What follows belongs to an exercise in optimizing a design on an open flow for small area and a short achievable clock period; a production flow would make more cautious choices. Function was checked by simulation only, so behaviour that the tests miss may differ from the original. Power is estimated from default activity; no workload was simulated.

==> flow/design.v (excerpt) <==
module wb_packer #(
  parameter int DEPTH  = 16,
  parameter int ADDR_W = 16
) (
  input  logic              clk,
  input  logic              rst_n,
  input  logic              op_start,
  input  logic [ADDR_W-1:0] base_addr,
  input  logic              output_en,
  input  logic [wb_packer_pkg::HW_W-1:0] output_data,
  input  logic              gemm_finish,
  output logic              wr_valid,
  input  logic              wr_ready,
  output logic [wb_packer_pkg::DATA_W-1:0] wr_data,
  output logic [wb_packer_pkg::BURST_LEN-1:0] wr_strb,
  output logic [ADDR_W-1:0] wr_addr,
  output logic              wr_last,
  output logic              busy,
  output logic              overflow,
  output logic [15:0]       word_count
);
Settings: LEC_CHECK=0, CAP_MARGIN=20, CORE_MARGIN=2, CORE_UTILIZATION=60, CTS_CLUSTER_DIAMETER=100, CTS_CLUSTER_SIZE=24, SETUP_SLACK_MARGIN=2.5, SLEW_MARGIN=20; clock period 5.0 ns.
run.sh (not shown) runs the stock make flow with config.mk's settings and CLKGATE_MAP_FILE= SYNTH_SCRIPT=/design/flow/synth_recipe.tcl, a recipe that flattens the netlist after the stock synthesis.
Change:
--- a/flow/config.mk
+++ b/flow/config.mk
@@ -8,7 +8,8 @@
 export CAP_MARGIN = 20
 export CORE_MARGIN = 2
-export CORE_UTILIZATION = 60
+export CORE_UTILIZATION = 65
 export CTS_CLUSTER_DIAMETER = 100
 export CTS_CLUSTER_SIZE = 24
-export SETUP_SLACK_MARGIN = 2.5
+export SETUP_SLACK_MARGIN = 2.6
 export SLEW_MARGIN = 20
+export TNS_END_PERCENT = 100
=> The changed run passed the timing, DRC and antenna checks; routed wire length falls by a few percent; worst hold slack gains 44 ps; via count fell slightly; first-iteration DRC count went up by roughly a tenth.

========
wb_packer again, from the RTL that the note above started with.
clock: 5.0 ns
lec_check: 0
cap_margin: 20
core_margin: 2
core_utilization: 65
cts_cluster_diameter: 100
cts_cluster_size: 24
place_density: 0.74
setup_slack_margin: 2.6
slew_margin: 20
The first run produced a clean layout.
Change:
--- a/flow/config.mk
+++ b/flow/config.mk
@@ -9,7 +9,6 @@
 export CORE_MARGIN = 2
 export CORE_UTILIZATION = 65
-export CTS_CLUSTER_DIAMETER = 100
-export CTS_CLUSTER_SIZE = 24
-export PLACE_DENSITY = 0.74
+export CTS_CLUSTER_DIAMETER = 60
+export CTS_CLUSTER_SIZE = 20
 export SETUP_SLACK_MARGIN = 2.6
 export SLEW_MARGIN = 20
The changed run completed with no timing, DRC or antenna violations.
First-iteration DRC count drops by a little under a tenth.
Count of clock-buffer cells in the layout grows by 27.
Utilization rose by 0.89 points.
Clock skew falls by 0.021 ns.
Global-route usage grows by 0.91 points.
Change:
--- a/flow/config.mk
+++ b/flow/config.mk
@@ -9,6 +9,6 @@
 export CORE_MARGIN = 2
 export CORE_UTILIZATION = 65
-export CTS_CLUSTER_DIAMETER = 60
-export CTS_CLUSTER_SIZE = 20
-export SETUP_SLACK_MARGIN = 2.6
+export CTS_CLUSTER_DIAMETER = 100
+export CTS_CLUSTER_SIZE = 24
+export SETUP_SLACK_MARGIN = 2.5
 export SLEW_MARGIN = 20
=>
- wire length falls slightly
- sequential cell count is unchanged
- final area falls slightly
Change:
--- a/flow/config.mk
+++ b/flow/config.mk
@@ -11,4 +11,5 @@
 export CTS_CLUSTER_DIAMETER = 100
 export CTS_CLUSTER_SIZE = 24
-export SETUP_SLACK_MARGIN = 2.5
+export GPL_TIMING_DRIVEN = 0
+export SETUP_SLACK_MARGIN = 2.6
 export SLEW_MARGIN = 20
Synthesized area stays the same. Synthesized cell count stays the same. Cell area rises by 3.2%. Final cell count rises by 5.2%.

========
== job 6849 ==
Starting RTL as in the previous note.
clock: 5.0 ns
lec_check: 0
cap_margin: 20
core_margin: 2
core_utilization: 65
cts_cluster_diameter: 150
cts_cluster_size: 26
setup_slack_margin: 2.6
slew_margin: 20
Input-level comparison between job 9757 and job 6849:
Settings: a change of CTS_CLUSTER_SIZE from 26 to 24; a change of CORE_UTILIZATION from 65 to 70; a change of CTS_CLUSTER_DIAMETER from 150 to 100.
==> comparison <==
Between job 6849 and job 9757, the power share of the clock group figures differ only marginally.
Fmax: job 9757 below job 6849
Compare job 9757 and job 6849 | end-of-flow core utilization lower: job 6849
Changes in job 964 relative to job 9757:
Settings: SLEW_MARGIN: 20 -> 10; CORE_UTILIZATION: 70 -> 65; CAP_MARGIN: 20 -> 10.
Job 9757: no failed stages, no open violations at the end. Looking at the reports, job 964 completed the entire flow and the layout it produced met the timing, DRC and antenna checks. Fraction of power spent switching nets (lower): job 964. Going from job 9757 to job 964, area growth from synthesis to layout went down by 1.5 points; global-route usage dropped 3.4 points; fraction of area in multi-input gates was more or less identical; area used by multi-input combinational logic saw a decrease; top achievable clock speed saw an increase. Clock-buffer cell count: job 964 < job 9757. Status: clock latency at the later pin of the worst-skew pair parity (job 964, job 9757). [job 964 vs job 9757] met2 routing resource usage after global routing: lower in job 964. Job 964 vs job 9757 — non-clock buffer total of the final layout dropped by a few percent.
The following lists how job 2102 was set up differently from job 964:
Settings: SLEW_MARGIN now 20, was 10; CAP_MARGIN now 20, was 10; SETUP_SLACK_MARGIN now 2.66, was 2.6.
### Flow results
Per the comparison of job 2102 with job 964, fraction of area in registers went down 0.96 points, fraction of standard cell area in multi-input logic held, power in the clock group held, net count of the finished layout went up 88.
[inputs] job 4041 vs job 2102
Settings: swapping 2.66 for 2.65 in SETUP_SLACK_MARGIN; swapping 65 for 60 in CORE_UTILIZATION.
==> results.txt <==
Any difference in via total after detailed routing between job 2102 and job 4041 is small enough to ignore. Any difference in power per cell area between job 4041 and job 2102 is small enough to ignore. Job 4041: worst setup slack is 50 ps lower than what job 2102 reported. Between job 4041 and job 2102, the slack of the worst reg-to-reg path is lower for job 4041. [compare] base=job 2102 new=job 4041: non-clock buffer count shows an increase of about 1.3%, routed length on met1 went up by 8000 µm, final critical path time including I/O delays and setup now sits higher. Relative to job 2102, the area of the die measured on job 4041 has increased by a little under 10%. The final reports for job 4041 and job 2102 show cell count higher in the former. Taking job 2102 as the reference, in job 4041 wire length went up 4.0%; total cell area at the placement stage flat.

## what the ideal ports hide
In the flow no input, the clock included, has a driving cell. The finished layouts below were timed again as built, in two steps.
Step 1 (the two cells are an assumption about what drives the block):
set clk [get_ports {clk}]
set_driving_cell -lib_cell sky130_fd_sc_hd__clkbuf_16 $clk
set_driving_cell -lib_cell sky130_fd_sc_hd__buf_2 [delete_from_list [all_inputs] $clk]
Step 2 also shifts input and output timing later by t, the mid clock arrival at the registers, as if the neighbouring blocks saw the same clock.
Three values: no drivers, after step 1, after step 2; two values: the first two.
run | shift t [ns] | setup slack, ns | pins driven straight from the clock port
the first run of note 1 | 0.841 | 2.464 / 2.453 / 1.681 | 1
the second run of note 1 | 0.835 | 2.581 / 2.501 / 1.819 | 1
the first run of note 2 | 0.845 | 2.309 / 2.309 / 1.738 | 1
the second run of note 2 | 0.893 | 2.543 / 2.458 / 1.694 | 1
the third run of note 2 | 0.839 | 2.438 / 2.430 / 1.768 | 1
the fourth run of note 2 | 0.871 | 2.454 / 2.454 / 1.646 | 1
job 6849 | 0.837 | 2.556 / 2.494 / 1.720 | 1
job 9757 | 0.825 | 2.486 / 2.482 / 1.804 | 1
job 964 | 0.832 | 2.552 / 2.506 / 1.796 | 1
job 2102 | 0.836 | 2.600 / 2.520 / 1.861 | 1
job 4041 | 0.849 | 2.550 / 2.461 / 1.854 | 1
After both steps every run listed still meets setup and hold. For the second run of note 2, which loses most, drivers alone change the setup slack by -0.085 ns; drivers and shift together by -0.849 ns.
